This design comes from an exercise in tuning for small area, a short achievable clock period and few clock cycles per item on the open sky130 flow, not from production work. RTL that was checked went through simulation tests only; none was proved equivalent to the original. The RTL of runs 2 and 3 was laid out without a check of its function. Power figures rest on the tool's default switching activity, not on a simulated workload.

## flow/design.v (module list and top-level ports; edited modules follow where they fit)
// module rhsc_front: 65 lines
// module rhsc_queue: 105 lines
// module rhsc_back: 1869 lines
// module rhsc_fa: 10 lines
// module rolling_hash_substring_counter_top: 67 lines
module rolling_hash_substring_counter_top (
  input  logic        clk,
  input  logic        rst_n,
  input  logic        in_valid,
  output logic        in_ready,
  input  logic [1:0]  in_op,
  input  logic [7:0]  in_char,
  output logic        out_valid,
  input  logic        out_ready,
  output logic        out_match,
  output logic [15:0] out_start,
  output logic [15:0] out_count
);
  // ...
==> flow/run.sh <==
#!/bin/bash
# synth_recipe.tcl (not shown) runs the flow's synth.tcl, then flattens the netlist and writes it again
# the make line also repeats each setting of config.mk as NAME=value (left out here)
make -C /OpenROAD-flow-scripts/flow DESIGN_CONFIG=/design/flow/config.mk WORK_HOME=/design/flow/orfs CLKGATE_MAP_FILE= SYNTH_SCRIPT=/design/flow/synth_recipe.tcl finish
==> flow/config.mk <==
export PLATFORM = sky130hd
export DESIGN_NAME = rolling_hash_substring_counter_top
export DESIGN_NICKNAME = rolling_hash_substring_counter_top
export VERILOG_FILES = /design/flow/design.v
export SDC_FILE = /design/flow/constraint.sdc
export NUM_CORES = 4
export LEC_CHECK = 0
export ABC_CLOCK_PERIOD_IN_PS = 3100
export CAP_MARGIN = 20
export CORE_MARGIN = 2
export CORE_UTILIZATION = 60
export CTS_BUF_LIST = sky130_fd_sc_hd__clkbuf_8
export CTS_CLUSTER_DIAMETER = 60
export CTS_CLUSTER_SIZE = 20
export SETUP_SLACK_MARGIN = 3.9
export SLEW_MARGIN = 20
export SYNTH_HIERARCHICAL = 1
export SYNTH_MINIMUM_KEEP_SIZE = 0
==> flow/constraint.sdc <==
create_clock -name core_clock -period 7.0 [get_ports {clk}]
set_input_delay 1.4000 -clock core_clock [delete_from_list [all_inputs] [get_ports {clk}]]
set_output_delay 1.4000 -clock core_clock [all_outputs]
set_load 0.01 [all_outputs]
==> summary.md, run 1 <==
| Metric | Value |
|---|---|
| Cell area after synthesis | 0.04650 mm^2 |
| Layout area overhead | 8.502% |
| Multiplexer area fraction after synthesis | 2.855% |
| Final count of hold timing violations | 0 |
| Clk power | 3.09 mW |
| Slew margin rel. | 27.19% |
| Leading area contributor after synthesis | edfxtp_1 |
| Peak per-stage delay on the critical path | 0.49 ns |
| CP Capture Type | flip-flop |
| Top cells by area, synth | edfxtp_1 (40%), fa_1 (19%), dfxtp_1 (13%) |
| Largest power group | registers |
| Hold path cells | 0 |
| Net Sw Frac | 33.18% |
| Switching pwr | 4.863 mW |
| Htree depth | 3 |
| Post-synth EDFFs | 622 |
| Leakage | 18.04 nW |
| WL per Instance | 20.81 um |
| Fin crit period | 3.084 ns |
| Initial antenna violation count | 2 |
| HPWL Detailed | 64210 um |
| Buffer count from post-CTS setup fixing | 21 |
| Outcome | complete, no violations |
| Final core utilization | 65.46% |
| Number of flip-flops in the largest register | 256 |
Testbench counts, summed over its fixed seeds: cycles 24,804, items 22,232.
==> inputs of run 2 (changes only) <==
--- a/flow/design.v
+++ b/flow/design.v
@@ -2012,47 +2012,44 @@
   assign ct_w233 = t_r[1] ^ ct_w231 ^ ct_w232;
   assign ct_w234 = ct_w220 ^ ct_w222 ^ ct_w233;
   assign ct_w235 = ct_w224 ^ ct_w226 ^ ct_w234;
   assign ct_w236 = ct_w228 ^ ct_w235 ^ ct_w230;
   assign ca = {ct_w236, ct_w218, ct_w208, ct_w198, ct_w188, ct_w178, ct_w168, ct_w160, ct_w152, ct_w144, ct_w143, ct_w128, ct_w120, ct_w112, ct_w104, ct_w103, ct_w88, ct_w80, ct_w72, ct_w69, ct_w61, ct_w55, ct_w42, ct_w36, ct_w30, ct_w27, ct_w18, ct_w14, ct_w10, ct_w7, ct_w5, nj[0]};
   assign cb = {1'b0, ct_w229, ct_w217, ct_w207, ct_w197, ct_w187, ct_w177, ct_w167, ct_w159, ct_w151, ct_w136, ct_w135, ct_w127, ct_w119, ct_w111, ct_w96, ct_w95, ct_w87, ct_w79, ct_w71, ct_w63, ct_w48, ct_w47, ct_w41, ct_w35, ct_w29, ct_w23, ct_w17, ct_w13, ct_w9, ct_w3, ct_w1};
   logic       restart_r;
   logic [6:0] klen3_r;
+  logic       s4_text, s4_elig;
   always_ff @(posedge clk) begin
     if (!rst_n) begin
       restart_r <= 1'b1;
       klen3_r   <= '0;
     end else begin
       if (s3_clr) klen3_r <= '0;
       else if (s3_key) klen3_r <= klen3_r + 1'b1;
       if (s3_clr || s3_key) restart_r <= 1'b1;
-      else if (s3_text) restart_r <= 1'b0;
+      else if (s4_text) restart_r <= 1'b0;
     end
   end
   logic [7:0] eq_r;
-  logic       s4_text, s4_elig, s4_rs;
-  logic [6:0] s4_klen;
   always_ff @(posedge clk) begin
     if (!rst_n) begin
       s4_text <= 1'b0;
     end else begin
       s4_text <= s3_text;
     end
   end
   always_ff @(posedge clk) begin
     for (int g = 0; g < 8; g++) eq_r[g] <= &(ca[4*g +: 4] ^ cb[4*g +: 4]);
     s4_elig <= s3_elig;
-    s4_rs   <= restart_r;
-    s4_klen <= klen3_r;
   end
   assign r_push    = s4_text;
   assign r_match   = s4_elig && (&eq_r);
-  assign r_restart = s4_rs;
-  assign r_klen    = s4_klen;
+  assign r_restart = restart_r;
+  assign r_klen    = klen3_r;
 endmodule
 module rhsc_fa (
   input  logic a,
   input  logic b,
   input  logic c,
   output logic s,
   output logic co
 );
==> flow/config.mk (replaced) <==
export PLATFORM = sky130hd
export DESIGN_NAME = rolling_hash_substring_counter_top
export DESIGN_NICKNAME = rolling_hash_substring_counter_top
export VERILOG_FILES = /design/flow/design.v
export SDC_FILE = /design/flow/constraint.sdc
export NUM_CORES = 4
export LEC_CHECK = 0
export ABC_CLOCK_PERIOD_IN_PS = 3100
export CAP_MARGIN = 20
export CORE_MARGIN = 2
export CORE_UTILIZATION = 60
export CTS_CLUSTER_DIAMETER = 80
export CTS_CLUSTER_SIZE = 28
export SETUP_SLACK_MARGIN = 3.9
export SLEW_MARGIN = 20
export SYNTH_HIERARCHICAL = 1
export SYNTH_MINIMUM_KEEP_SIZE = 0
==> run 2 against run 1 <==
Net effect: combinational power down 0.8%; clock power is 1% higher; critical path type unchanged; highest routed layer is now met5; largest cell class unchanged; utilization rose by 0.43 points; global-route usage rose by 0.55 points; first-iteration DRC count is 29% higher; final cell count fell by 1.6%.
==> summary.md, run 2 <==
| Metric | Value |
|---|---|
| Outcome | complete, no violations |
| Number of synthesis warnings | 15 |
| Synth top area share | 40.33% |
| Top Ports | 49 |
| CP startpoint kind | flip-flop |
| WL per Instance | 21.53 um (+3.5%) |
| First-pass GRT wire length | 146600 um |
| Critical path's top delay family | adder cells |
| Share of cells above drive strength 1 | 11.42% |
| Htree depth | 2 (-1) |
| Routability Congestion | 0.9273 |
| Leading area contributor after synthesis | edfxtp_1 |
| Die Span X | 281.8 um |
| Register area share after synthesis | 52.90% |
| Peak per-stage delay on the critical path | 0.63 ns (+0.14 ns) |
| Largest register by flop count | u_back.seg32 |
| Hold Path Class | reg2reg |
| Slew margin rel. | 31.84% (+4.7 points) |
| Syn Nets | 3920 |
| Total global routing overflow | 0 |
| Final nets | 3959 |
| Post-synth EDFFs | 622 (unchanged) |
| Leakage | 17.75 nW (-1.6%) |
| Final WL | 94740 um |
| Post-Syn Area per Cell | 14.07 um^2 |
| Clk slew on worst S/H paths | 0.10 ns |
| Top FF cell, synth | edfxtp_1 |
| Initial antenna violation count | 2 (unchanged) |
| Worst vdd ir | 0.0002188 V |
| Clk buf depth | 3 |
| Slew Viols, Final | 0 |
| Core Box Area | 0.07620 mm^2 |
| Clock sink count | 913 |
| CP Capture Type | flip-flop |
| Peak Freq | 0.3255 GHz |
| Port-buffer cells | 48 |
| Row count | 101 |
| Distinct cells, synth | 76 |
| Number of DRC markers in iteration 0 | 2292 |
| Largest net degree at the start of global routing | 192 |
| Layout area overhead | 8.399% (about the same) |
| Die Y | 281.8 um |
| MaxCap Viol Count | 0 |
| Number of flip-flops in the largest register | 256 (unchanged) |
| Commonest cells in the netlist | edfxtp_1 (622), fa_1 (437), dfxtp_1 (291) |
| Worst Path Arrival | 3.60 ns |
| Top cells by area, synth | edfxtp_1 (40%), fa_1 (19%), dfxtp_1 (13%) |
| CTS tree | built |
| Dominant cell by count in the synthesized netlist | edfxtp_1 |
| Unrepaired setup endpoints after global routing | true |
| CP max stage cell | fa_2 |
| Final core utilization | 65.89% (+0.43 points) |
| Overall Power | 14.59 mW |
| Critical-path cell list | fa_2 -> fa_1 -> fa_2 -> fa_1 -> fa_1 -> nand2_1 -> o21ai_1 -> nand2_1 |
| N_diodes | 0 |
| Vias in the first global route | 24950 |
| Buf/Inv on CP | 0 |
| TNS Setup | 0 ns |
| Most frequent cells in the layout | edfxtp_1 (622), fa_1 (402), xnor2_1 (238), nand2_1 (234), inv_1 (204) |
| Final instance area | 0.05021 mm^2 |
| Least-Margin Pin Slew | 1.022 ns |
| Fin crit share | 43.89% |
| PD cells | 290.5 mW/mm^2 |
| Fin crit period | 3.072 ns (-0.01189 ns) |
| Drt via density | 5.720 |
| DRC viols | 0 |
| Setup violators final | 0 |
| Most common cell on crit path | fa_1 |
| Vias | 25170 |
| ANT nets after route | 0 |
| Final count of hold timing violations | 0 (unchanged) |
| Initial DRT Pass Iterations | 5 |
| Cell area after synthesis | 0.04632 mm^2 (-0.40%) |
| Post-Syn Instances | 3293 |
| WHS | 0.3416 ns |
| Worst Path Max Fanout | 4 |
| Worst skew pair latency | 0.66 ns |
| Clock Tree Root | clkbuf_16 |
| Clock skew | 0.04363 ns |
| Biggest regs | u_back.seg32 x256, u_back.seg16 x128, u_back.seg8 x64 |
| Gr usage total | 24.25% |
| Register bit count reported by yosys | 913 |
| Initial Util | 60.78% |
| Commonest non-fill, non-tap cell in the layout | edfxtp_1 |
| Req. time, crit path | 7.53 ns |
| Num CTS Buffers | 46 |
| Synth async-reset ratio | 0% |
| Placed inst area | 0.04780 mm^2 |
| HPWL Detailed | 65930 um (+2.7%) |
| Die area | 0.07943 mm^2 |
| WS Path Type | reg2reg |
| Fillers | 5543 |
-- run 2: kinds of logic (layout without fill, tap and decap cells) --
kind of cell | count (synthesis) | count (layout) | synth area share [%]
flip-flops | 913 | 913 | 52.90
adder cells (fa/ha/maj) | 613 | 613 | 23.64
AND/OR/NAND/NOR | 562 | 563 | 5.603
AO/OA/AOI/OAI | 434 | 434 | 5.981
buffers and inverters | 358 | 434 | 3.139
XOR/XNOR | 307 | 307 | 5.805
multiplexers | 104 | 104 | 2.909
other | 2 | 2 | 0.01621
-- run 2: worst paths after layout --
kind                                        from          endpoint  slack, ns  cells past startpoint
worst min register to register    u_back.s2_elig    u_back.s3_elig       0.34                      0
worst min-delay path              u_back.s2_elig    u_back.s3_elig       0.34                      0
worst max register to register  u_back.nya_r[23]  u_back.nyb_r[24]       3.93                      8
worst max-delay path            u_back.nya_r[23]  u_back.nyb_r[24]       3.93                      8
-- run 2: layer usage --
metal | up-vias | track usage [%] | share of wire [%]
met5 | - | 0 | 0.032
met4 | 4 | 5.046 | 2.1
met3 | 128 | 3.696 | 6.4
met2 | 766 | 34.97 | 43
met1 | 12860 | 39.21 | 48
li1 | 11410 | - | -
-- run 2: area by class of cell --
type	instances	area (um^2)	area share, %
multi-input cells	2023	20580	41.00
inverters	215	810.8	1.615
clock inverters	20	307.8	0.6131
flip-flops and latches	913	24740	49.28
repair buffers	133	1236	2.462
well taps	1030	1289	2.567
clock buffers	66	1236	2.462
-- run 2: stage by stage --
step,std cells,setup WS (ns)
after floorplan,3293,-1.676
after global placement,4260,3.118
after detailed placement,4261,3.243
after CTS,4348,3.846
after global routing,4400,3.812
final,4400,3.928
-- run 2: Yosys stat by module, one instance, submodules excluded, a selection --
| module | times used | flip-flops and latches | cells inside |
|---|---|---|---|
| rhsc_back | 1 | 765 | 2286 |
| rhsc_queue | 1 | 125 | 508 |
| rhsc_front | 1 | 23 | 76 |
| rhsc_fa | 423 | 0 | 1 |
-- run 2: power by group --
group          internal, mW  total (mW)  switching [mW]
Sequential             6.05        6.49           0.446
Clock                  1.33        3.13            1.80
Combinational          2.40        4.96            2.56
Total                  9.78        14.6            4.80
-- run 2: repair_timing --
item                       in CTS  in global routing
cloned                          0                  1
pin swaps                       1                 33
buffers inserted                1                 50
hold buffers                    0                  0
setup endpoints to repair      99                 68
resized for setup              95                114
==> inputs of run 3 (changes only) <==
--- a/flow/config.mk
+++ b/flow/config.mk
@@ -10,7 +10,7 @@
 export CORE_MARGIN = 2
 export CORE_UTILIZATION = 60
 export CTS_CLUSTER_DIAMETER = 80
-export CTS_CLUSTER_SIZE = 28
+export CTS_CLUSTER_SIZE = 32
 export SETUP_SLACK_MARGIN = 3.9
 export SLEW_MARGIN = 20
 export SYNTH_HIERARCHICAL = 1
==> run 3 against run 2 <==
Net effect: die area stayed put; cell area about the same; sequential share of layout area is essentially flat; clock-buffer cell count is 5 lower; still clean; routed wire length barely moved; critical path type unchanged; sequential power about the same.
==> summary.md, run 3 <==
| Metric | Value |
|---|---|
| MaxCap Viol Count | 0 (unchanged) |
| Vias in the first global route | 25020 (+0.26%) |
| CP startpoint kind | flip-flop |
| Top Ports | 49 (unchanged) |
| Unrepaired setup endpoints after global routing | true |
| Core Box Area | 0.07620 mm^2 (unchanged) |
| Most common cell on crit path | fa_1 |
| Worst skew pair latency | 0.66 ns (about the same) |
| Syn Nets | 3920 (unchanged) |
| Peak per-stage delay on the critical path | 0.63 ns (about the same) |
| DRC viols | 0 (unchanged) |
| Leading area contributor after synthesis | edfxtp_1 |
| Most frequent cells in the layout | edfxtp_1 (622), fa_1 (402), xnor2_1 (238), nand2_1 (234), inv_1 (204) |
| Final WL | 94810 um (about the same) |
| N_diodes | 0 (unchanged) |
| Worst Path Arrival | 3.58 ns (-0.02 ns) |
| Clock Tree Root | clkbuf_16 |
| WL per Instance | 21.55 um (+0.11%) |
| Share of cells above drive strength 1 | 11.64% (+0.21 points) |
| Clk buf depth | 3 (unchanged) |
| Initial Util | 60.78% (unchanged) |
| Leakage | 17.78 nW (+0.19%) |
| Row count | 101 (unchanged) |
| Number of flip-flops in the largest register | 256 (unchanged) |
| CTS tree | built |
| Worst vdd ir | 0.0002490 V (+14%) |
| Crit path from | u_back.nya_r[23] |
| Final WS setup | 3.923 ns (-0.004510 ns) |
| Dominant cell by count in the synthesized netlist | edfxtp_1 |
| Clk slew on worst S/H paths | 0.10 ns (about the same) |
| Worst r2r src | u_back.nya_r[23] |
| Top FF cell, synth | edfxtp_1 |
| Commonest cells in the netlist | edfxtp_1 (622), fa_1 (437), dfxtp_1 (291) |
| CP max stage cell | fa_2 |
| Die Y | 281.8 um (unchanged) |
| Cell area after synthesis | 0.04632 mm^2 (unchanged) |
| Distinct cells, synth | 76 (unchanged) |
| Worst Path Max Fanout | 3 (-1) |
| Setup WS pre-CTS | 3.243 ns (unchanged) |
| ANT nets after route | 0 (unchanged) |
| Largest register by flop count | u_back.seg32 |
| Post-Syn Instances | 3293 (unchanged) |
| First-pass GRT wire length | 146800 um (+0.17%) |
| Slew Viols, Final | 0 (unchanged) |
| Total global routing overflow | 0 (unchanged) |
| Initial DRT Pass Iterations | 9 (+4) |
| HPWL Detailed | 65930 um (unchanged) |
| Fin crit period | 3.077 ns (+0.004510 ns) |
| Placed Instances | 4261 (unchanged) |
| Die Span X | 281.8 um (unchanged) |
| CP Capture Type | flip-flop |
| R2R setup slack | 3.92 ns (about the same) |
| Top cells by area, synth | edfxtp_1 (40%), fa_1 (19%), dfxtp_1 (13%) |
| Critical-path cell list | fa_2 -> fa_1 -> fa_2 -> fa_1 -> fa_1 -> nand2_1 -> o21ai_1 -> nand2_1 |
| WL met1 | 45680 um (-0.13%) |
| Post-synth EDFFs | 622 (unchanged) |
| Final count of hold timing violations | 0 (unchanged) |
| Initial antenna violation count | 2 (unchanged) |
| Top sig layer | met5 |
| Overall Power | 14.60 mW (+0.12%) |
| Layout area overhead | 8.472% (about the same) |
| Routed wl met3 | 5782 um (-4.2%) |
| Number of DRC markers in iteration 0 | 2176 (-5.1%) |
| Drt via density | 5.718 (about the same) |
| Setup violators final | 0 (unchanged) |
| Routability Congestion | 0.9273 (unchanged) |
| Largest net degree at the start of global routing | 192 (unchanged) |
| PD cells | 290.7 mW/mm^2 (about the same) |
| Commonest non-fill, non-tap cell in the layout | edfxtp_1 |
| Peak Freq | 0.3250 GHz (-0.15%) |
| Port-buffer cells | 48 (unchanged) |
| Htree depth | 2 (unchanged) |
| Synth top area share | 40.33% (unchanged) |
| Req. time, crit path | 7.51 ns (-0.02 ns) |
| Number of synthesis warnings | 15 (unchanged) |
| Reg2reg path depth | 8 (unchanged) |
| Die area | 0.07943 mm^2 (unchanged) |
| Biggest regs | u_back.seg32 x256, u_back.seg16 x128, u_back.seg8 x64 |
| Vias | 25150 (-0.056%) |
| Outcome | complete, no violations |
| Register area share after synthesis | 52.90% (unchanged) |
| Cts hold-fix bufs | 0 (unchanged) |
| Register bit count reported by yosys | 913 (unchanged) |
| Final core utilization | 65.93% (about the same) |
| Gr usage total | 24.28% (+0.027 points) |
| Slew margin rel. | 32.19% (+0.35 points) |
| Fin crit share | 43.96% (+0.064 points) |
| Met2 routed WL | 41330 um (+0.84%) |
| Final nets | 3960 (+0.025%) |
| Num CTS Buffers | 44 (-4.3%) |
| Synth async-reset ratio | 0% (unchanged) |
| Post-Syn Area per Cell | 14.07 um^2 (unchanged) |
| WHS | 0.3418 ns (+0.0002490 ns) |
| Post-Layout Cell Count | 4399 (-0.023%) |
| RR Endpoint | u_back.nyb_r[24] |
| Hold Path Class | reg2reg |
| WS Path Type | reg2reg |
| Clock skew | 0.05867 ns (+0.01504 ns) |
| Crit path to | u_back.nyb_r[24] |
| Least-Margin Pin Slew | 1.017 ns (-0.005283 ns) |
| Clock sink count | 913 (unchanged) |
==> run 3: worst min path at each step <==
stage / from / end / slack, ns / depth (start not counted)
6_report: u_back.s3_elig / u_back.s4_elig / 0.34 / 0
5_1_grt: u_back.s2_elig / u_back.s3_elig / 0.35 / 0
4_1_cts: u_back.s3_elig / u_back.s4_elig / 0.34 / 0
3_5_place_dp: u_back.s3_elig / u_back.s4_elig / 0.32 / 0
3_3_place_gp: u_back.s2_elig / u_back.s3_elig / 0.32 / 0
2_1_floorplan: u_back.s2_elig / u_back.s3_elig / 0.31 / 0
==> run 3: Yosys stat by module (local to each module, per instance), a selection <==
module | cell area, um^2 | cells | copies in the design | flip-flops and latches
rhsc_back | 30990 | 2286 | 1 | 765
rhsc_front | 830.8 | 76 | 1 | 23
rhsc_fa | 20.02 | 1 | 423 | 0
rhsc_queue | 6032 | 508 | 1 | 125
==> run 3: area by class of cell <==
| cell class | instances | area [um^2] |
|---|---|---|
| Inverter | 215 | 810.8 |
| Sequential cell | 913 | 24750 |
| Clock buffer | 61 | 1196 |
| Multi-Input combinational cell | 2023 | 20590 |
| Tap cell | 1030 | 1289 |
| Clock inverter | 21 | 356.6 |
| Fill cell | 5515 | 25960 |
| Timing Repair Buffer | 136 | 1249 |
==> run 3: cells by family after synthesis <==
logic type               synth area share [%]
AND/OR/NAND/NOR                         5.603
adder cells (fa/ha/maj)                 23.64
other                                 0.01621
multiplexers                            2.909
buffers and inverters                   3.139
XOR/XNOR                                5.805
AO/OA/AOI/OAI                           5.981
flip-flops                              52.90
==> run 3: what timing repair did <==
item	4_1_cts	5_1_grt
endpoints found under the hold margin	0	0
endpoints found under the setup margin	104	78
gates resized for setup	95	122
buffers inserted	1	53
pin swaps	1	33
cloned	0	1
==> run 3: routing by layer <==
metal / up-vias / global-route usage, %
li1: 11410 / -
met1: 12890 / 39.17
met2: 730 / 34.99
met3: 124 / 3.629
met4: 4 / 5.428
met5: - / 0
==> run 3: critical path, delay by kind of cell (launching register included) <==
family	cells	cell delay [ns]
simple gates	2	0.12
compound gates	1	0.11
fa+ha+maj	5	2.37
flops	1	0.37
==> run 3: power by group <==
part / internal, mW / total, mW / leakage, nW / switching, mW
logic: 2.40 / 4.96 / 9.05 / 2.56
clock network: 1.32 / 3.15 / 0.739 / 1.83
registers: 6.05 / 6.50 / 8.00 / 0.446
total: 9.77 / 14.6 / 17.8 / 4.83
==> run 3: stage by stage <==
| stage | setup TNS, ns | cell area, um^2 |
|---|---|---|
| 2_1_floorplan | -860.96 | 46360 |
| 3_3_place_gp | 0 | 47770 |
| 3_5_place_dp | 0 | 47800 |
| 4_1_cts | 0 | 49540 |
| 5_1_grt | 0 | 50240 |
| 6_report | 0 | 50240 |
==> module rhsc_queue, before the edit <==
module rhsc_queue (
  input  logic        clk,
  input  logic        rst_n,
  input  logic        r_push,
  input  logic        r_match,
  input  logic        r_restart,
  input  logic [6:0]  r_klen,
  output logic        res_pop,
  output logic        out_valid,
  input  logic        out_ready,
  output logic        out_match,
  output logic [15:0] out_start,
  output logic [15:0] out_count
);
  localparam int D  = rhsc_pkg::RQ_DEPTH;
  localparam int AW = $clog2(D);
  logic [8:0]    q_mem [D];
  logic [AW-1:0] wp_r, rp_r;
  logic [D-1:0]  cnt_r;        
  logic          q_nonempty;
  logic          load;
  logic [8:0]    e;
  logic          ov_r;
  logic          om_r;
  logic [15:0]   os_r;
  logic [15:0]   cnt_out_r;    
  logic [15:0]   pn_r;         
  logic       byp;             
  logic       avail;
  logic       q_pop, q_push;
  assign q_nonempty = cnt_r[0];
  assign byp        = !q_nonempty;
  assign avail      = q_nonempty || r_push;
  assign res_pop    = ov_r && out_ready;
  assign load       = avail && (!ov_r || out_ready);
  assign q_pop      = load && q_nonempty;
  assign q_push     = r_push && !(load && byp);
  assign e          = byp ? {r_match, r_restart, r_klen} : q_mem[rp_r];
  function automatic logic [AW-1:0] inc(input logic [AW-1:0] p);
    inc = (p == AW'(D - 1)) ? '0 : p + 1'b1;
  endfunction
  always_ff @(posedge clk) begin
    if (!rst_n) begin
      wp_r  <= '0;
      rp_r  <= '0;
      cnt_r <= '0;
    end else begin
      if (q_push) wp_r <= inc(wp_r);
      if (q_pop)  rp_r <= inc(rp_r);
      if (q_push && !q_pop) begin
        cnt_r <= {cnt_r[D-2:0], 1'b1};
      end else if (!q_push && q_pop) begin
        cnt_r <= {1'b0, cnt_r[D-1:1]};
      end
    end
  end
  always_ff @(posedge clk) begin
    if (q_push) q_mem[wp_r] <= {r_match, r_restart, r_klen};
  end
  logic [15:0] b_r;
  logic        e_match, e_rs;
  logic [6:0]  e_klen;
  logic [15:0] st_rs, n_inc, pn_inc, b_inc;
  logic        n_sat, pn_sat;
  assign e_match = e[8];
  assign e_rs    = e[7];
  assign e_klen  = e[6:0];
  assign st_rs   = 16'd1 - 16'(e_klen);        
  assign n_sat   = (cnt_out_r == 16'hFFFF);
  assign pn_sat  = (pn_r == 16'hFFFF);
  assign n_inc   = n_sat  ? cnt_out_r : cnt_out_r + 1'b1;
  assign pn_inc  = pn_sat ? pn_r : pn_r + 1'b1;
  assign b_inc   = pn_sat ? b_r : b_r + 1'b1;
  always_ff @(posedge clk) begin
    if (!rst_n) begin
      ov_r <= 1'b0;
    end else if (load) begin
      ov_r <= 1'b1;
    end else if (res_pop) begin
      ov_r <= 1'b0;
    end
  end
  always_ff @(posedge clk) begin
    if (load) begin
      if (e_rs) begin
        cnt_out_r <= {15'd0, e_match};
        pn_r      <= 16'd1;
      end else begin
        cnt_out_r <= e_match ? n_inc : cnt_out_r;
        pn_r      <= pn_inc;
      end
    end
  end
  always_ff @(posedge clk) begin
    if (load) begin
      om_r <= e_match;
      os_r <= !e_match ? 16'd0 : (e_rs ? st_rs : b_r);
      b_r  <= e_rs ? st_rs + 16'd1 : b_inc;
    end
  end
  assign out_valid = ov_r;
  assign out_match = om_r;
  assign out_start = os_r;
  assign out_count = cnt_out_r;
endmodule
==> inputs of run 4 (changes only) <==
--- a/flow/design.v
+++ b/flow/design.v
@@ -101,7 +101,8 @@
   logic          om_r;
   logic [15:0]   os_r;
   logic [15:0]   cnt_out_r;    
-  logic [15:0]   pn_r;         
+  logic [6:0]    nl_r;         
+  logic          lz_r;         
   logic       byp;             
   logic       avail;
   logic       q_pop, q_push;
@@ -137,16 +138,15 @@
   logic [15:0] b_r;
   logic        e_match, e_rs;
   logic [6:0]  e_klen;
-  logic [15:0] st_rs, n_inc, pn_inc, b_inc;
+  logic [15:0] st_rs, n_inc, b_inc;
   logic        n_sat, pn_sat;
   assign e_match = e[8];
   assign e_rs    = e[7];
   assign e_klen  = e[6:0];
   assign st_rs   = 16'd1 - 16'(e_klen);        
   assign n_sat   = (cnt_out_r == 16'hFFFF);
-  assign pn_sat  = (pn_r == 16'hFFFF);
+  assign pn_sat  = lz_r ? (b_r == 16'd0) : (b_r[15:7] == 9'h1FF && b_r[6:0] == nl_r);
   assign n_inc   = n_sat  ? cnt_out_r : cnt_out_r + 1'b1;
-  assign pn_inc  = pn_sat ? pn_r : pn_r + 1'b1;
   assign b_inc   = pn_sat ? b_r : b_r + 1'b1;
   always_ff @(posedge clk) begin
     if (!rst_n) begin
@@ -161,10 +161,10 @@
     if (load) begin
       if (e_rs) begin
         cnt_out_r <= {15'd0, e_match};
-        pn_r      <= 16'd1;
+        nl_r      <= 7'd0 - e_klen;
+        lz_r      <= (e_klen == 7'd0);
       end else begin
         cnt_out_r <= e_match ? n_inc : cnt_out_r;
-        pn_r      <= pn_inc;
       end
     end
   end
--- a/flow/config.mk
+++ b/flow/config.mk
@@ -5,12 +5,13 @@
 export SDC_FILE = /design/flow/constraint.sdc
 export NUM_CORES = 4
 export LEC_CHECK = 0
-export ABC_CLOCK_PERIOD_IN_PS = 3100
+export ABC_AREA = 0
+export ABC_CLOCK_PERIOD_IN_PS = 3600
 export CAP_MARGIN = 20
 export CORE_MARGIN = 2
 export CORE_UTILIZATION = 60
 export CTS_CLUSTER_DIAMETER = 80
-export CTS_CLUSTER_SIZE = 32
+export CTS_CLUSTER_SIZE = 28
 export SETUP_SLACK_MARGIN = 3.9
 export SLEW_MARGIN = 20
 export SYNTH_HIERARCHICAL = 1
==> run 4 against run 3 <==
Net effect: sequential power down 2%; utilization grew 0.31 points; register-to-register slack better by 0.02 ns; still clean; critical path depth decreased by 2; maximum frequency rose by 0.72%; clock power increased by 4%; cell area increased by 0.31%; sequential share of layout area is 0.63 points lower; combinational power shrank 2%; critical endpoint is now u_back.a_r[9]; clock-buffer cell count grew 3; via count decreased by 1.5%.
==> summary.md, run 4 <==
| Metric | Value |
|---|---|
| Reg2reg path depth | 6 (-2) |
| Switching pwr | 4.761 mW (-1.5%) |
| Unrepaired setup endpoints after global routing | true |
| Distinct cells, synth | 89 (+17%) |
| Slew Viols, Final | 0 (unchanged) |
| Net Sw Frac | 32.73% (-0.36 points) |
| Fin crit share | 43.64% (-0.32 points) |
| Register area share after synthesis | 52.61% (-0.30 points) |
| Met3 Track Usage GR | 3.026% (-0.60 points) |
| Vias in the first global route | 25020 (+0.0080%) |
| Critical path's top delay family | adder cells |
| Cts hold-fix bufs | 0 (unchanged) |
| DRC viols | 0 (unchanged) |
| Top FF cell, synth | edfxtp_1 |
| Hold EP | u_back.s4_elig |
| CTS tree | built |
| Syn Nets | 3890 (-0.77%) |
| Final WL | 92730 um (-2.2%) |
| Post-Syn Area per Cell | 14.14 um^2 (+0.53%) |
| Leading area contributor after synthesis | edfxtp_1 |
| Most frequent cells in the layout | edfxtp_1 (614), fa_1 (396), xnor2_1 (237), inv_1 (210), nand2_1 (210) |
| Gr usage total | 23.90% (-0.38 points) |
| Hold path cells | 0 (unchanged) |
| Share of cells above drive strength 1 | 12.94% (+1.3 points) |
| RR Endpoint | u_back.a_r[9] |
| ANT nets after route | 0 (unchanged) |
| Commonest non-fill, non-tap cell in the layout | edfxtp_1 |
| Biggest regs | u_back.seg32 x256, u_back.seg16 x128, u_back.seg8 x64 |
| Final nets | 3958 (-0.051%) |
| Peak Freq | 0.3274 GHz (+0.72%) |
| Routability Congestion | 0.9226 (-0.51%) |
| Largest register by flop count | u_back.seg32 |
| Die Y | 281.3 um (-0.21%) |
| Worst Path Arrival | 3.56 ns (-0.02 ns) |
| Least-Margin Pin Slew | 1.069 ns (+0.05227 ns) |
| Largest net degree at the start of global routing | 211 (+9.9%) |
| Outcome | complete, no violations |
| CP max stage cell | fa_1 |
| Fillers | 5462 (-0.96%) |
| Worst skew pair latency | 0.66 ns (about the same) |
| Row count | 101 (unchanged) |
| Clk slew on worst S/H paths | 0.10 ns (about the same) |
| Initial antenna violation count | 1 (-1) |
| Worst Path Max Fanout | 7 (+4) |
| HP Start | u_back.s3_elig |
| Register share of total power | 44.0% (-0.5 points) |
| Clock Tree Root | clkbuf_16 |
| PD cells | 288.6 mW/mm^2 (-0.70%) |
| Port-buffer cells | 48 (unchanged) |
| Worst r2r src | u_back.nyb_r[6] |
| Synth async-reset ratio | 0% (unchanged) |
| Clock sink count | 905 (-0.88%) |
| Critical-path cell list | buf_4 -> fa_1 -> fa_1 -> fa_1 -> fa_1 -> fa_1 |
| Core Box Area | 0.07608 mm^2 (-0.17%) |
| Initial DRT Pass Iterations | 5 (-4) |
| Buf/Inv on CP | 1 (+1) |
| N_diodes | 0 (unchanged) |
| Post-synth EDFFs | 614 (-1.3%) |
| Comb pwr share | 33.5% (-0.5 points) |
| HPWL Detailed | 65080 um (-1.3%) |
| Fin crit period | 3.055 ns (-0.02211 ns) |
| Final count of hold timing violations | 0 (unchanged) |
| CP Capture Type | flip-flop |
| WL per Instance | 21.07 um (-2.2%) |
| Placed Instances | 4226 (-0.82%) |
| Drt via density | 5.630 (-1.5%) |
| Number of flip-flops in the largest register | 256 (unchanged) |
| Busiest grt layer | met2 |
| Clock skew | 0.03484 ns (-0.02382 ns) |
| Leakage | 17.97 nW (+1.1%) |
| Die area | 0.07910 mm^2 (-0.41%) |
| Hold Path Class | reg2reg |
| Cell area after synthesis | 0.04612 mm^2 (-0.42%) |
| Peak per-stage delay on the critical path | 0.51 ns (-0.12 ns) |
| Post-Syn Instances | 3262 (-0.94%) |
| Crit path from | u_back.nyb_r[6] |
| Total global routing overflow | 0 (unchanged) |
| Layout area overhead | 9.264% |
| Clk buf depth | 3 (unchanged) |
| Htree depth | 2 (unchanged) |
| Setup violators final | 0 (unchanged) |
| Most common cell on crit path | fa_1 |
| MaxCap Viol Count | 0 (unchanged) |
| Die Span X | 281.3 um (-0.21%) |
| Synth top area share | 39.98% (-0.35 points) |
| Number of DRC markers in iteration 0 | 1938 (-11%) |
| Num CTS Buffers | 48 (+9.1%) |
| Req. time, crit path | 7.51 ns (about the same) |
| TNS Setup | 0 ns (unchanged) |
| WS Path Type | reg2reg |
| R2R setup slack | 3.95 ns (+0.02 ns) |
| Top Ports | 49 (unchanged) |
| Initial Util | 60.63% (-0.15 points) |
| Clock network fraction of design power | 22.5% (+0.9 points) |
| Top cells by area, synth | edfxtp_1 (40%), fa_1 (19%), dfxtp_1 (13%) |
| Vias | 24770 (-1.5%) |
| Slew margin rel. | 28.71% (-3.5 points) |
| Dominant cell by count in the synthesized netlist | edfxtp_1 |
| Met1 usage | 36.69% (-2.5 points) |
| First-pass GRT wire length | 144800 um (-1.3%) |
| Commonest cells in the netlist | edfxtp_1 (614), fa_1 (437), dfxtp_1 (291) |
| Worst vdd ir | 0.0002340 V (-6.0%) |
| CP startpoint kind | flip-flop |
| Number of synthesis warnings | 15 (unchanged) |
| M2 GR Usage | 36.95% (+2.0 points) |
| Register bit count reported by yosys | 905 (-0.88%) |
| Post-Layout Cell Count | 4400 (+0.023%) |
| Internal | 9.785 mW (+0.13%) |
==> run 4: changes by cell type after synthesis, moves of 5 or more <==
cell      previous run  this run
o21ai_1             26         3
or3_1               14         9
clkbuf_1           111       106
o21ai_0             97       106
edfxtp_1           622       614
a21o_1              23        35
and2_1              39        34
nand3_1             37        32
mux2i_1             48        42
buf_1               15        23
nand2_1            234       211
a21oi_1             91        79
==> run 4: power groups by stage <==
| stage | combinational, mW | sequential (mW) | clock (mW) |
|---|---|---|---|
| after CTS | 4.81 | 6.40 | 3.40 |
| after global routing | 5.55 | 6.43 | 3.56 |
| after floorplan | 3.64 | 6.32 | 0 |
| final | 4.88 | 6.40 | 3.27 |
| after detailed placement | 4.75 | 6.52 | 0 |
| after global placement | 4.56 | 6.52 | 0 |
==> run 4: area by class of cell <==
| class | count | area, um^2 | area share, % |
|---|---|---|---|
| clock buffers | 64 | 1261 | 2.503 |
| clock inverters | 26 | 416.7 | 0.8268 |
| inverters | 215 | 808.3 | 1.604 |
| multi-input cells | 1998 | 20690 | 41.06 |
| flip-flops and latches | 905 | 24510 | 48.64 |
| well taps | 1030 | 1289 | 2.557 |
| repair buffers | 162 | 1415 | 2.808 |
==> run 4: metrics by stage <==
step / utilization [%] / hold slack (ns) / cell area, um^2 / total power, mW / setup slack (ns)
after floorplan: - / 0.3096 / 46160 / 9.957 / 3.915
after CTS: 65.08 / 0.3490 / 49510 / 14.60 / 3.901
after global placement: 62.54 / 0.3152 / 47580 / 11.08 / 3.187
after detailed placement: 62.54 / 0.3168 / 47580 / 11.27 / 3.213
final: 66.24 / 0.3440 / 50400 / 14.55 / 3.945
after global routing: 66.24 / 0.3579 / 50400 / 15.55 / 3.815
==> run 4: worst max-delay path by stage <==
stage	to	depth (start not counted)	slack (ns)
2_1_floorplan	u_back.nyb_r[23]	8	3.92
3_3_place_gp	u_back.kpow_r[31]	7	3.19
3_5_place_dp	u_back.kpow_r[31]	7	3.21
4_1_cts	u_back.nyb_r[24]	8	3.90
5_1_grt	u_back.nyb_r[21]	8	3.82
6_report	u_back.a_r[9]	6	3.95
==> run 4: modules after synthesis (local to each module, per instance), a selection <==
module | times used | cells inside | cell area, um^2 | flops+latches
rhsc_back | 1 | 2292 | 31050 | 765
rhsc_front | 1 | 76 | 830.8 | 23
rhsc_queue | 1 | 471 | 5769 | 117
rhsc_fa | 423 | 1 | 20.02 | 0
==> run 4: kinds of logic after synthesis <==
family          count (synthesis)  synth area share (%)
compound gates                435                 6.302
xor+xnor                      311                 5.922
fa+ha+maj                     614                 23.77
buf+inv                       359                 3.057
flops                         905                 52.61
mux                           100                 2.848
other cells                     2               0.01628
simple gates                  536                 5.480
==> run 4: layer usage <==
layer  up-vias  part of all wire, %
met5         -               0.0075
met4         2                  1.9
met3       108                  5.2
met2       641                   46
met1     12640                   47
li1      11390                    -
==> run 4: what timing repair did <==
| action | CTS | global route |
|---|---|---|
| setup endpoints to repair | 96 | 183 |
| buffers inserted | 3 | 81 |
| gates resized for setup | 120 | 104 |
| pin swaps | 2 | 23 |
| endpoints found under the hold margin | 0 | 0 |
Testbench counts of run 4, summed over its fixed seeds: cycles 24,804, items 22,232.
==> inputs of run 5 (changes only) <==
--- a/flow/config.mk
+++ b/flow/config.mk
@@ -5,8 +5,8 @@
 export SDC_FILE = /design/flow/constraint.sdc
 export NUM_CORES = 4
 export LEC_CHECK = 0
-export ABC_AREA = 0
-export ABC_CLOCK_PERIOD_IN_PS = 3600
+export ABC_AREA = 1
+export ABC_CLOCK_PERIOD_IN_PS = 3100
 export CAP_MARGIN = 20
 export CORE_MARGIN = 2
 export CORE_UTILIZATION = 60
==> run 5 against run 4 <==
Net effect: first-iteration DRC count is 24% higher; final cell count is 13% higher; routed wire length grew 15%; sequential cell count stayed put; critical endpoint is now u_back.nyb_r[21]; setup slack lost 0.045 ns.
==> summary.md, run 5 <==
| Metric | Value |
|---|---|
| Layout area overhead | 9.296% (about the same) |
| Fin crit period | 3.100 ns (+0.04496 ns) |
| Vias in the first global route | 28300 (+13%) |
| Net Sw Frac | 34.61% (+1.9 points) |
| M2 GR Usage | 40.66% (+3.7 points) |
| Clk buf depth | 3 (unchanged) |
| HPWL Detailed | 75750 um (+16%) |
| Slew Viols, Final | 0 (unchanged) |
| Hold Path Class | reg2reg |
| Largest register by flop count | u_back.seg32 |
| Top cells by area, synth | edfxtp_1 (39%), fa_1 (19%), dfxtp_1 (12%) |
| CP startpoint kind | flip-flop |
| Peak Freq | 0.3226 GHz (-1.5%) |
| Slew margin rel. | 29.85% (+1.1 points) |
| Initial Util | 60.46% (-0.17 points) |
| Routability Congestion | 0.9171 (-0.60%) |
| Htree depth | 2 (unchanged) |
| Biggest regs | u_back.seg32 x256, u_back.seg16 x128, u_back.seg8 x64 |
| WL per Instance | 21.43 um (+1.7%) |
| Share of cells above drive strength 1 | 10.93% (-2.0 points) |
| Syn Nets | 4424 (+14%) |
| ANT nets after route | 0 (unchanged) |
| Row count | 102 (+0.99%) |
| Number of DRC markers in iteration 0 | 2398 (+24%) |
| Worst vdd ir | 0.0002989 V (+28%) |
| Req. time, crit path | 7.57 ns (+0.06 ns) |
| Post-Syn Area per Cell | 12.32 um^2 (-13%) |
| Clock network fraction of design power | 21.8% (-0.7 points) |
| Synth async-reset ratio | 0% (unchanged) |
| Fin crit share | 44.28% (+0.64 points) |
| Gr usage total | 26.62% (+2.7 points) |
| Switching pwr | 5.095 mW (+7.0%) |
| Initial antenna violation count | 2 (+1) |
| Drt via density | 5.670 (+0.70%) |
| Register area share after synthesis | 51.89% (-0.72 points) |
| Register bit count reported by yosys | 905 (unchanged) |
| CP Capture Type | flip-flop |
| Clk slew on worst S/H paths | 0.11 ns (about the same) |
| Dominant cell by count in the synthesized netlist | edfxtp_1 |
| Leading area contributor after synthesis | edfxtp_1 |
| Top FF cell, synth | edfxtp_1 |
| Clock Tree Root | clkbuf_16 |
| TNS Setup | 0 ns (unchanged) |
| Num CTS Buffers | 46 (-4.2%) |
| DRC viols | 0 (unchanged) |
| Clock skew | 0.04838 ns (+0.01353 ns) |
| Largest net degree at the start of global routing | 215 (+1.9%) |
| Met3 Track Usage GR | 5.668% (+2.6 points) |
| Initial DRT Pass Iterations | 6 (+1) |
| Cell area after synthesis | 0.04676 mm^2 (+1.4%) |
| Core Box Area | 0.07734 mm^2 (+1.7%) |
| Synth top area share | 39.43% (-0.55 points) |
| Total global routing overflow | 0 (unchanged) |
| Distinct cells, synth | 63 (-29%) |
| Final core utilization | 66.08% (-0.16 points) |
| Die area | 0.08019 mm^2 (+1.4%) |
| Commonest cells in the netlist | edfxtp_1 (614), nand2_1 (541), fa_1 (437) |
| Outcome | complete, no violations |
| Final count of hold timing violations | 0 (unchanged) |
| Register share of total power | 44.5% (+0.5 points) |
| Comb pwr share | 33.8% (+0.3 points) |
| Internal | 9.626 mW (-1.6%) |
| Post-synth EDFFs | 614 (unchanged) |
| PD cells | 288.0 mW/mm^2 (-0.20%) |
| Cts hold-fix bufs | 0 (unchanged) |
| Number of flip-flops in the largest register | 256 (unchanged) |
| Vias | 28150 (+14%) |
| R2R setup slack | 3.90 ns (-0.04 ns) |
| Post-Syn Instances | 3796 (+16%) |
| First-pass GRT wire length | 164100 um (+13%) |
| WS Path Type | reg2reg |
| Worst skew pair latency | 0.66 ns (about the same) |
| Die Y | 283.2 um (+0.68%) |
| Leakage | 19.98 nW (+11%) |
| Port-buffer cells | 48 (unchanged) |
| Busiest grt layer | met2 |
| Most frequent cells in the layout | edfxtp_1 (614), nand2_1 (540), inv_1 (420), fa_1 (420), dfxtp_1 (202) |
| Final WL | 106400 um (+15%) |
| Commonest non-fill, non-tap cell in the layout | edfxtp_1 |
| Unrepaired setup endpoints after global routing | true |
| Placed inst area | 0.04825 mm^2 (+1.4%) |
| Setup violators final | 0 (unchanged) |
| Number of synthesis warnings | 15 (unchanged) |
| Clock sink count | 905 (unchanged) |
| Met1 usage | 39.51% (+2.8 points) |
| Top Ports | 49 (unchanged) |
| Worst Path Arrival | 3.67 ns (+0.11 ns) |
| Die Span X | 283.2 um (+0.68%) |
| Final instance area | 0.05111 mm^2 (+1.4%) |
| Least-Margin Pin Slew | 1.052 ns (-0.01708 ns) |
| MaxCap Viol Count | 0 (unchanged) |
| Final nets | 4514 (+14%) |
| Worst Path Max Fanout | 6 (-1) |
| CTS tree | built |
-- run 5: cell types whose count changed in the layout (fill, tap and decap cells not counted), moves of 33 or more --
cell and delta:
xnor2_1 -192, nand3_1 +82, o22ai_1 +103, a22oi_1 -105
o211ai_1 +56, buf_4 -33, a21oi_1 +55, nand2_1 +330
inv_1 +210, xor2_1 +88, mux2i_1 -42, nor2_1 +47
mux2_4 -41
-- run 5: power by group through the flow --
stage	sequential [mW]	clock, mW	combinational, mW
after floorplan	6.39	0	3.54
after global placement	6.64	0	4.50
after detailed placement	6.64	0	4.72
after CTS	6.52	3.31	4.86
after global routing	6.57	3.49	5.65
final	6.55	3.20	4.97
-- run 5: per-layer routing --
layer / vias to the layer above / share of wire, %
met1: 14120 / 45
met5: - / 0
met2: 1016 / 45
met3: 157 / 8.1
li1: 12860 / -
met4: 0 / 2.3
-- run 5: what timing repair did --
item / in CTS / in global routing
endpoints found under the hold margin: 0 / 0
gates resized for setup: 147 / 86
pin swaps: 3 / 7
setup buffers: 23 / 41
setup endpoints to repair: 220 / 133
gates cloned: 5 / 7
-- run 5: layout make-up --
cell class,instances,area [um^2]
Fill cell,5775,26230
Sequential cell,905,24470
Multi-Input combinational cell,2318,20460
Inverter,472,1882
Timing Repair Buffer,134,1324
Tap cell,1040,1301
Clock buffer,66,1249
Clock inverter,20,359.1
Timing Repair inverter,9,53.80
Antenna cell,1,2.502
-- run 5: logic make-up (layout without fill, tap and decap cells) --
family | after synthesis | in the layout | synth area share [%]
other cells | 2 | 3 | 0.01606
flops | 905 | 905 | 51.89
xor+xnor | 208 | 208 | 3.896
simple gates | 993 | 993 | 9.411
fa+ha+maj | 614 | 614 | 23.44
compound gates | 501 | 501 | 6.406
buf+inv | 573 | 701 | 4.939
-- run 5: final timing paths --
path / start / endpoint / cells after the start
worst min register to register: u_back.s2_elig / u_back.s3_elig / 0
worst max-delay path: u_back.nya_r[13] / u_back.nyb_r[21] / 7
worst max register to register: u_back.nya_r[13] / u_back.nyb_r[21] / 7
worst min-delay path: u_back.s2_elig / u_back.s3_elig / 0
-- run 5: per-module statistics from Yosys (local to each module, per instance), a selection --
module      cell area, um^2  times used  cells inside  flip-flops and latches
rhsc_queue             6036           1           602                     117
rhsc_fa               20.02         423             1                       0
rhsc_back             31390           1          2665                     765
rhsc_front            870.8           1           106                      23
-- run 5: worst max-delay path, cell delays in order (launching register included) --
cell      delay (ns)
dfxtp_4         0.40
buf_4           0.14
fa_1            0.45
fa_1            0.44
fa_1            0.45
fa_1            0.52
fa_1            0.43
o211ai_1        0.19
-- run 5: through the flow --
step | total power [mW] | hold WS (ns) | setup WS (ns) | std cells
floorplan | 9.937 | 0.3096 | -7.457 | 3796
global placement | 11.14 | 0.3134 | 2.757 | 4800
detailed placement | 11.36 | 0.3164 | 2.616 | 4802
CTS | 14.69 | 0.2986 | 3.901 | 4916
global route | 15.71 | 0.3209 | 3.859 | 4964
finish | 14.72 | 0.3024 | 3.900 | 4965
==> inputs of run 6 (changes only) <==
--- a/flow/config.mk
+++ b/flow/config.mk
@@ -5,7 +5,6 @@
 export SDC_FILE = /design/flow/constraint.sdc
 export NUM_CORES = 4
 export LEC_CHECK = 0
-export ABC_AREA = 1
 export ABC_CLOCK_PERIOD_IN_PS = 3100
 export CAP_MARGIN = 20
 export CORE_MARGIN = 2
==> run 6 against run 5 <==
Net effect: cell area fell by 1.4%; utilization rose by 0.16 points; worst hold slack improved by 0.042 ns; critical path type unchanged; highest routed layer is now met5.
==> summary.md, run 6 <==
| Metric | Value |
|---|---|
| Outcome | complete, no violations |
| Commonest non-fill, non-tap cell in the layout | edfxtp_1 |
| Gr usage total | 23.90% (-2.7 points) |
| Dominant cell by count in the synthesized netlist | edfxtp_1 |
| Leading area contributor after synthesis | edfxtp_1 |
| Row count | 101 (-0.98%) |
| WS Path Type | reg2reg |
| Hold EP | u_back.s4_elig |
| CP startpoint kind | flip-flop |
| Syn Nets | 3890 (-12%) |
| Clock sink count | 905 (unchanged) |
| DRC viols | 0 (unchanged) |
| Commonest cells in the netlist | edfxtp_1 (614), fa_1 (437), dfxtp_1 (291) |
| Initial DRT Pass Iterations | 5 (-1) |
| Post-Syn Instances | 3262 (-14%) |
| Fin crit share | 43.64% (-0.64 points) |
| Peak Freq | 0.3274 GHz (+1.5%) |
| R2R setup slack | 3.95 ns (+0.04 ns) |
| Buf/Inv on CP | 1 (unchanged) |
| Slew Viols, Final | 0 (unchanged) |
| Setup violators final | 0 (unchanged) |
| Register area share after synthesis | 52.61% (+0.72 points) |
| TNS Setup | 0 ns (unchanged) |
| Cts hold-fix bufs | 0 (unchanged) |
| HPWL Detailed | 65080 um (-14%) |
| Final WL | 92730 um (-13%) |
| Critical path depth | 6 (-1) |
| Number of DRC markers in iteration 0 | 1938 (-19%) |
| Share of cells above drive strength 1 | 12.94% (+2.0 points) |
| Final count of hold timing violations | 0 (unchanged) |
| Clock Tree Root | clkbuf_16 |
| Switching pwr | 4.761 mW (-6.6%) |
| Least-Margin Pin Slew | 1.069 ns (+0.01708 ns) |
| Worst Path Max Fanout | 7 (+1) |
| PD cells | 288.6 mW/mm^2 (+0.21%) |
| Total global routing overflow | 0 (unchanged) |
| Number of synthesis warnings | 15 (unchanged) |
| Post-synth EDFFs | 614 (unchanged) |
| Top FF cell, synth | edfxtp_1 |
| Worst vdd ir | 0.0002340 V (-22%) |
| Num CTS Buffers | 48 (+4.3%) |
| Critical-path cell list | buf_4 -> fa_1 -> fa_1 -> fa_1 -> fa_1 -> fa_1 |
| Initial antenna violation count | 1 (-1) |
| Die area | 0.07910 mm^2 (-1.3%) |
| RR Endpoint | u_back.a_r[9] |
| Final nets | 3958 (-12%) |
| Layout area overhead | 9.264% (about the same) |
| Net Sw Frac | 32.73% (-1.9 points) |
| HP Start | u_back.s3_elig |
| N_diodes | 0 (-1) |
| Vias in the first global route | 25020 (-12%) |
| Internal | 9.785 mW (+1.6%) |
| Core Box Area | 0.07608 mm^2 (-1.6%) |
| Clock network fraction of design power | 22.5% (+0.7 points) |
| Largest net degree at the start of global routing | 211 (-1.9%) |
| Reg2reg path depth | 6 (-1) |
| Distinct cells, synth | 89 (+41%) |
| Vias | 24770 (-12%) |
| Clk buf depth | 3 (unchanged) |
| Top Ports | 49 (unchanged) |
| Slew margin rel. | 28.71% (-1.1 points) |
| Worst skew pair latency | 0.66 ns (about the same) |
| Register bit count reported by yosys | 905 (unchanged) |
| Post-Syn Area per Cell | 14.14 um^2 (+15%) |
| Hold Path Class | reg2reg |
| Biggest regs | u_back.seg32 x256, u_back.seg16 x128, u_back.seg8 x64 |
| Largest register by flop count | u_back.seg32 |
| Worst r2r src | u_back.nyb_r[6] |
| Peak per-stage delay on the critical path | 0.51 ns (about the same) |
| Overall Power | 14.55 mW (-1.2%) |
| Port-buffer cells | 48 (unchanged) |
| Htree depth | 2 (unchanged) |
| Hold path cells | 0 (unchanged) |
| Routability Congestion | 0.9226 (+0.60%) |
| Register share of total power | 44.0% (-0.5 points) |
| Fin crit period | 3.055 ns (-0.04496 ns) |
| Leakage | 17.97 nW (-10%) |
| Fillers | 5462 (-5.4%) |
| Number of flip-flops in the largest register | 256 (unchanged) |
| Synth top area share | 39.98% (+0.55 points) |
| ANT nets after route | 0 (unchanged) |
| Unrepaired setup endpoints after global routing | true |
| WL per Instance | 21.07 um (-1.7%) |
| MaxCap Viol Count | 0 (unchanged) |
| CTS tree | built |
| First-pass GRT wire length | 144800 um (-12%) |
| Clk slew on worst S/H paths | 0.10 ns (about the same) |
| Critical path's top delay family | adder cells |
| Clock skew | 0.03484 ns (-0.01353 ns) |
| CP Capture Type | flip-flop |
| Die Y | 281.3 um (-0.68%) |
| Worst Path Arrival | 3.56 ns (-0.11 ns) |
| Req. time, crit path | 7.51 ns (-0.06 ns) |
| CP max stage cell | fa_1 |
| Comb pwr share | 33.5% (-0.3 points) |
| Die Span X | 281.3 um (-0.68%) |
| Most frequent cells in the layout | edfxtp_1 (614), fa_1 (396), xnor2_1 (237), inv_1 (210), nand2_1 (210) |
| Drt via density | 5.630 (-0.70%) |
| Cell area after synthesis | 0.04612 mm^2 (-1.4%) |
| Top cells by area, synth | edfxtp_1 (40%), fa_1 (19%), dfxtp_1 (13%) |
| Synth async-reset ratio | 0% (unchanged) |
| Most common cell on crit path | fa_1 |
| Initial Util | 60.63% (+0.17 points) |
## run 6: cell types whose count changed in the layout (fill, tap and decap cells not counted), moves of 47 or more
cell | previous run | this run
inv_1 | 420 | 210
a21oi_1 | 132 | 77
xor2_1 | 161 | 73
o211ai_1 | 73 | 17
nand2_1 | 540 | 210
o22ai_1 | 107 | 4
nor2_1 | 171 | 124
a22oi_1 | 0 | 105
nand3_1 | 114 | 32
xnor2_1 | 45 | 237
## run 6: final cells by class
type / count / area [um^2] / share of cell area [%]
Sequential cell: 905 / 24510 / 48.64
Multi-Input combinational cell: 1998 / 20690 / 41.06
Timing Repair Buffer: 162 / 1415 / 2.808
Tap cell: 1030 / 1289 / 2.557
Clock buffer: 64 / 1261 / 2.503
Inverter: 215 / 808.3 / 1.604
Clock inverter: 26 / 416.7 / 0.8268
## run 6: cell families (layout without fill, tap and decap cells)
kind of cell / count (synthesis) / in the layout / share of synthesized area [%]
buffers and inverters: 359 / 467 / 3.057
flip-flops: 905 / 905 / 52.61
AO/OA/AOI/OAI: 435 / 435 / 6.302
multiplexers: 100 / 100 / 2.848
other: 2 / 2 / 0.01628
adder cells (fa/ha/maj): 614 / 614 / 23.77
XOR/XNOR: 311 / 311 / 5.922
AND/OR/NAND/NOR: 536 / 536 / 5.480
## run 6: worst max-delay path by stage
stage / from / to / slack (ns)
2_1_floorplan: u_back.nyb_r[6] / u_back.nyb_r[23] / 3.92
3_3_place_gp: rst_n / u_back.kpow_r[31] / 3.19
3_5_place_dp: rst_n / u_back.kpow_r[31] / 3.21
4_1_cts: u_back.nya_r[12] / u_back.nyb_r[24] / 3.90
5_1_grt: u_back.nyb_r[14] / u_back.nyb_r[21] / 3.82
6_report: u_back.nyb_r[6] / u_back.a_r[9] / 3.95
## run 6: repair_timing
action	in CTS	in global routing
setup buffers	3	81
gates resized for setup	120	104
pin swaps	2	23
endpoints found under the setup margin	96	183
## run 6: per-stage QoR
stage	instance area [um^2]	cells	utilization, %	hold WS, ns	worst slack, ns
final	50400	4400	66.24	0.3440	3.945
after global routing	50400	4400	66.24	0.3579	3.815
after CTS	49510	4319	65.08	0.3490	3.901
after detailed placement	47580	4226	62.54	0.3168	3.213
after global placement	47580	4226	62.54	0.3152	3.187
after floorplan	46160	3262	-	0.3096	3.915
## run 6: power groups by stage
| stage | combinational, mW | sequential (mW) | clock (mW) |
|---|---|---|---|
| 2_1_floorplan | 3.64 | 6.32 | 0 |
| 3_3_place_gp | 4.56 | 6.52 | 0 |
| 3_5_place_dp | 4.75 | 6.52 | 0 |
| 4_1_cts | 4.81 | 6.40 | 3.40 |
| 5_1_grt | 5.55 | 6.43 | 3.56 |
| 6_report | 4.88 | 6.40 | 3.27 |
## run 6: worst register-to-register path, stage by stage, from the launching register on
cell     delay [ns]
dfxtp_4        0.39
buf_4          0.16
fa_1           0.48
fa_1           0.49
fa_1           0.45
fa_1           0.51
fa_1           0.43
## run 6: per-layer routing
layer	share of wire, %	routed length, um	track usage [%]	vias up
met1	47	43460	36.69	12640
met2	46	42670	36.95	641
li1	-	-	-	11390
met5	0.0075	7	0	-
met4	1.9	1745	5.196	2
met3	5.2	4845	3.026	108
## run 6: modules after synthesis (local to each module, per instance), excerpt
module      cells  times used  flops+latches  cell area, um^2
rhsc_back    2292           1            765            31050
rhsc_fa         1         423              0            20.02
rhsc_front     76           1             23            830.8
rhsc_queue    471           1            117             5769
==> inputs of run 7 (changes only) <==
--- a/flow/config.mk
+++ b/flow/config.mk
@@ -11,7 +11,7 @@
 export CORE_UTILIZATION = 60
 export CTS_CLUSTER_DIAMETER = 80
 export CTS_CLUSTER_SIZE = 28
-export SETUP_SLACK_MARGIN = 3.9
+export SETUP_SLACK_MARGIN = 3.85
 export SLEW_MARGIN = 20
 export SYNTH_HIERARCHICAL = 1
 export SYNTH_MINIMUM_KEEP_SIZE = 0
==> run 7 against run 6 <==
Net effect: non-clock buffer count fell by 55; maximum frequency fell by 1.2%; die area did not move; register-to-register slack got worse by 0.04 ns; largest power group unchanged; highest routed layer is now met4.
==> summary.md, run 7 <==
| Metric | Value |
|---|---|
| Largest net degree at the start of global routing | 165 (-22%) |
| DRC viols | 0 (unchanged) |
| Clk buf depth | 3 (unchanged) |
| Cts hold-fix bufs | 0 (unchanged) |
| Initial antenna violation count | 0 (-1) |
| Placed inst area | 0.04761 mm^2 (about the same) |
| Synth async-reset ratio | 0% (unchanged) |
| Die Y | 281.3 um (unchanged) |
| Req. time, crit path | 7.50 ns (about the same) |
| Slew Viols, Final | 0 (unchanged) |
| Hold path cells | 0 (unchanged) |
| Fin crit share | 44.18% (+0.54 points) |
| Top Ports | 49 (unchanged) |
| RR Endpoint | u_back.xb_r[20] |
| Vias in the first global route | 25240 (+0.89%) |
| TNS Setup | 0 ns (unchanged) |
| Setup violators final | 0 (unchanged) |
| Hold EP | u_back.s3_elig |
| Met1 usage | 36.46% (-0.23 points) |
| Final WS setup | 3.908 ns (-0.03761 ns) |
| Die Span X | 281.3 um (unchanged) |
| Least-Margin Pin Slew | 1.099 ns (+0.02965 ns) |
| Final instance area | 0.04976 mm^2 (-1.3%) |
| Clock Tree Root | clkbuf_16 |
| Reg2reg path depth | 6 (unchanged) |
| Overall Power | 14.40 mW (-0.98%) |
| Final WL | 93020 um (+0.32%) |
| Initial Util | 60.63% (unchanged) |
| Htree depth | 2 (unchanged) |
| PD cells | 289.5 mW/mm^2 (+0.29%) |
| Cell area after synthesis | 0.04612 mm^2 (unchanged) |
| Dominant cell by count in the synthesized netlist | edfxtp_1 |
| Die area | 0.07910 mm^2 (unchanged) |
| Placed Instances | 4226 (unchanged) |
| Routability Congestion | 0.9296 (+0.76%) |
| HP Start | u_back.s2_elig |
| Final core utilization | 65.41% (-0.84 points) |
| Initial DRT Pass Iterations | 5 (unchanged) |
| MaxCap Viol Count | 0 (unchanged) |
| ANT nets after route | 0 (unchanged) |
| Slew margin rel. | 26.54% (-2.2 points) |
| Number of synthesis warnings | 15 (unchanged) |
| Core Box Area | 0.07608 mm^2 (unchanged) |
| Busiest grt layer | met2 |
| Leakage | 17.67 nW (-1.7%) |
| Post-synth EDFFs | 614 (unchanged) |
| First-pass GRT wire length | 145100 um (+0.20%) |
| Final nets | 3902 (-1.4%) |
| Syn Nets | 3890 (unchanged) |
| WL per Instance | 21.43 um (+1.7%) |
| Number of flip-flops in the largest register | 256 (unchanged) |
| Biggest regs | u_back.seg32 x256, u_back.seg16 x128, u_back.seg8 x64 |
| Drt via density | 5.699 (+1.2%) |
| Most frequent cells in the layout | edfxtp_1 (614), fa_1 (417), xnor2_1 (236), inv_1 (210), nand2_1 (210) |
| Final count of hold timing violations | 0 (unchanged) |
| Num CTS Buffers | 46 (-4.2%) |
| Vias | 24740 (-0.13%) |
| Post-Syn Instances | 3262 (unchanged) |
| Worst Path Arrival | 3.59 ns (+0.03 ns) |
| CP Capture Type | flip-flop |
| Distinct cells, synth | 89 (unchanged) |
| Row count | 101 (unchanged) |
| CTS tree | built |
| Layout area overhead | 7.886% |
| Worst r2r src | u_front.s0_bt[2] |
| Hold Path Class | reg2reg |
| Outcome | complete, no violations |
| Top FF cell, synth | edfxtp_1 |
| M2 GR Usage | 36.77% (-0.18 points) |
| Share of cells above drive strength 1 | 10.12% (-2.8 points) |
| Setup WS pre-CTS | 3.221 ns (+0.008040 ns) |
| Largest register by flop count | u_back.seg32 |
| WHS | 0.3360 ns (-0.007956 ns) |
| WS Path Type | reg2reg |
| Unrepaired setup endpoints after global routing | true |
| Worst Path Max Fanout | 26 (+19) |
| Number of DRC markers in iteration 0 | 1882 (-2.9%) |
| Port-buffer cells | 48 (unchanged) |
| Commonest non-fill, non-tap cell in the layout | edfxtp_1 |
| Clk slew on worst S/H paths | 0.10 ns (about the same) |
| HPWL Detailed | 65320 um (+0.37%) |
| Total global routing overflow | 0 (unchanged) |
| CP startpoint kind | flip-flop |
| Fin crit period | 3.092 ns (+0.03761 ns) |
| R2R setup slack | 3.91 ns (-0.04 ns) |
| Register area share after synthesis | 52.61% (unchanged) |
| N_diodes | 0 (unchanged) |
| Register bit count reported by yosys | 905 (unchanged) |
| Post-Layout Cell Count | 4341 (-1.3%) |
| Worst skew pair latency | 0.66 ns (about the same) |
| Leading area contributor after synthesis | edfxtp_1 |
| Worst vdd ir | 0.0002094 V (-11%) |
| Top cells by area, synth | edfxtp_1 (40%), fa_1 (19%), dfxtp_1 (13%) |
| Commonest cells in the netlist | edfxtp_1 (614), fa_1 (437), dfxtp_1 (291) |
| Gr usage total | 23.98% (+0.074 points) |
| Peak Freq | 0.3234 GHz (-1.2%) |
| Met3 Track Usage GR | 3.741% (+0.71 points) |
| Post-Syn Area per Cell | 14.14 um^2 (unchanged) |
| Clock sink count | 905 (unchanged) |
| Clock skew | 0.05291 ns (+0.01806 ns) |
| Synth top area share | 39.98% (unchanged) |
## run 7: cell counts after synthesis
Identical to the previous run, type by type.
## run 7: power breakdown
| part | switching (mW) | total, mW | internal, mW |
|---|---|---|---|
| clock | 1.78 | 3.14 | 1.36 |
| combinational | 2.47 | 4.85 | 2.37 |
| sequential | 0.427 | 6.42 | 5.99 |
## run 7: critical path: stages (launching register included)
cell and delay, ns:
dfxtp_2 0.74, a22oi_1 0.21, xnor2_1 0.21, fa_1 0.44, fa_1 0.49, fa_1 0.41, fa_1 0.45
## run 7: area by class of cell
cell class | count | area (um^2)
fill | 5576 | 26320
sequential | 905 | 24450
clock buffer | 63 | 1225
clock inverter | 22 | 344.1
tap | 1030 | 1289
timing repair buffer | 107 | 1011
multi-input combinational | 1999 | 20640
inverter | 215 | 808.3
## run 7: how the worst max path moves through the flow
stage	from	end	cells past startpoint
after floorplan	u_front.s0_bn[2]	u_back.xb_r[20]	7
after global placement	rst_n	u_back.nya_r[1]	6
after detailed placement	rst_n	u_back.nyb_r[11]	7
after CTS	flip-flop	u_queue.os_r[5]	11
after global routing	u_back.t_r[2]	u_back.t_r[6]	15
final	u_front.s0_bt[2]	u_back.xb_r[20]	6
## run 7: cell families (layout without fill, tap and decap cells)
kind of cell / count (synthesis) / count (layout) / share of synthesized area [%]
muxes: 100 / 100 / 2.848
DFF: 905 / 905 / 52.61
adders and majority gates: 614 / 614 / 23.77
other: 2 / 2 / 0.01628
buffers and inverters: 359 / 407 / 3.057
and+or+nand+nor: 536 / 537 / 5.480
xor gates and xnor gates: 311 / 311 / 5.922
AOI/OAI and AO/OA: 435 / 435 / 6.302
## run 7: per-layer routing
layer,vias to the layer above,share of wire (%),routed length [um]
li1,11270,-,-
met3,135,5.7,5266
met1,12630,47,43450
met5,-,0,0
met4,0,2.2,2065
met2,702,45,42250
## run 7: per-module statistics from Yosys (local to each module, per instance), excerpt
module,flops+latches,cells,cell area (um^2)
rhsc_back,765,2292,31050
rhsc_fa,0,1,20.02
rhsc_front,23,76,830.8
rhsc_queue,117,471,5769
## run 7: timing repair
item | CTS | global route
pin swaps | 1 | 10
gates cloned | 0 | 1
setup buffers | 0 | 29
endpoints found under the setup margin | 80 | 86
resized for setup | 66 | 91

[port drivers added, routing unchanged]
In the flow no input, the clock included, has a driving cell. The finished layouts below were timed again as built, in two steps.
Step 1, drivers: a clkbuf_16 drives clk and a buf_2 each remaining input, both assumed.
Step 2 moves the port delays by t, midway between the first and last clock arrival at a register: inputs arrive t later, outputs are due t later. That takes back most of the time a late clock gives input paths.
Three values: ideal ports, drivers, drivers and shift; two values: the first two.
run	t (ns)	setup slack, ns	hold slack, ns	worst slew at a driven data input, ns
run 1	0.763	3.916 / 3.916 / 3.287	0.335 / 0.335 / 0.335	0.05
run 2	0.698	3.928 / 3.902 / 3.465	0.342 / 0.342 / 0.342	0.08
run 3	0.698	3.923 / 3.896 / 3.418	0.342 / 0.342 / 0.342	0.08
run 4	0.714	3.945 / 3.902 / 3.394	0.344 / 0.344 / 0.344	0.04
run 5	0.697	3.900 / 3.900 / 3.318	0.302 / 0.302 / 0.302	0.04
run 6	0.714	3.945 / 3.902 / 3.394	0.344 / 0.344 / 0.344	0.04
run 7	0.700	3.908 / 3.863 / 3.443	0.336 / 0.336 / 0.336	0.07
After both steps every run listed still meets setup and hold. For run 1, which loses most, drivers alone change the setup slack by 0.000 ns; drivers and shift together by -0.629 ns.
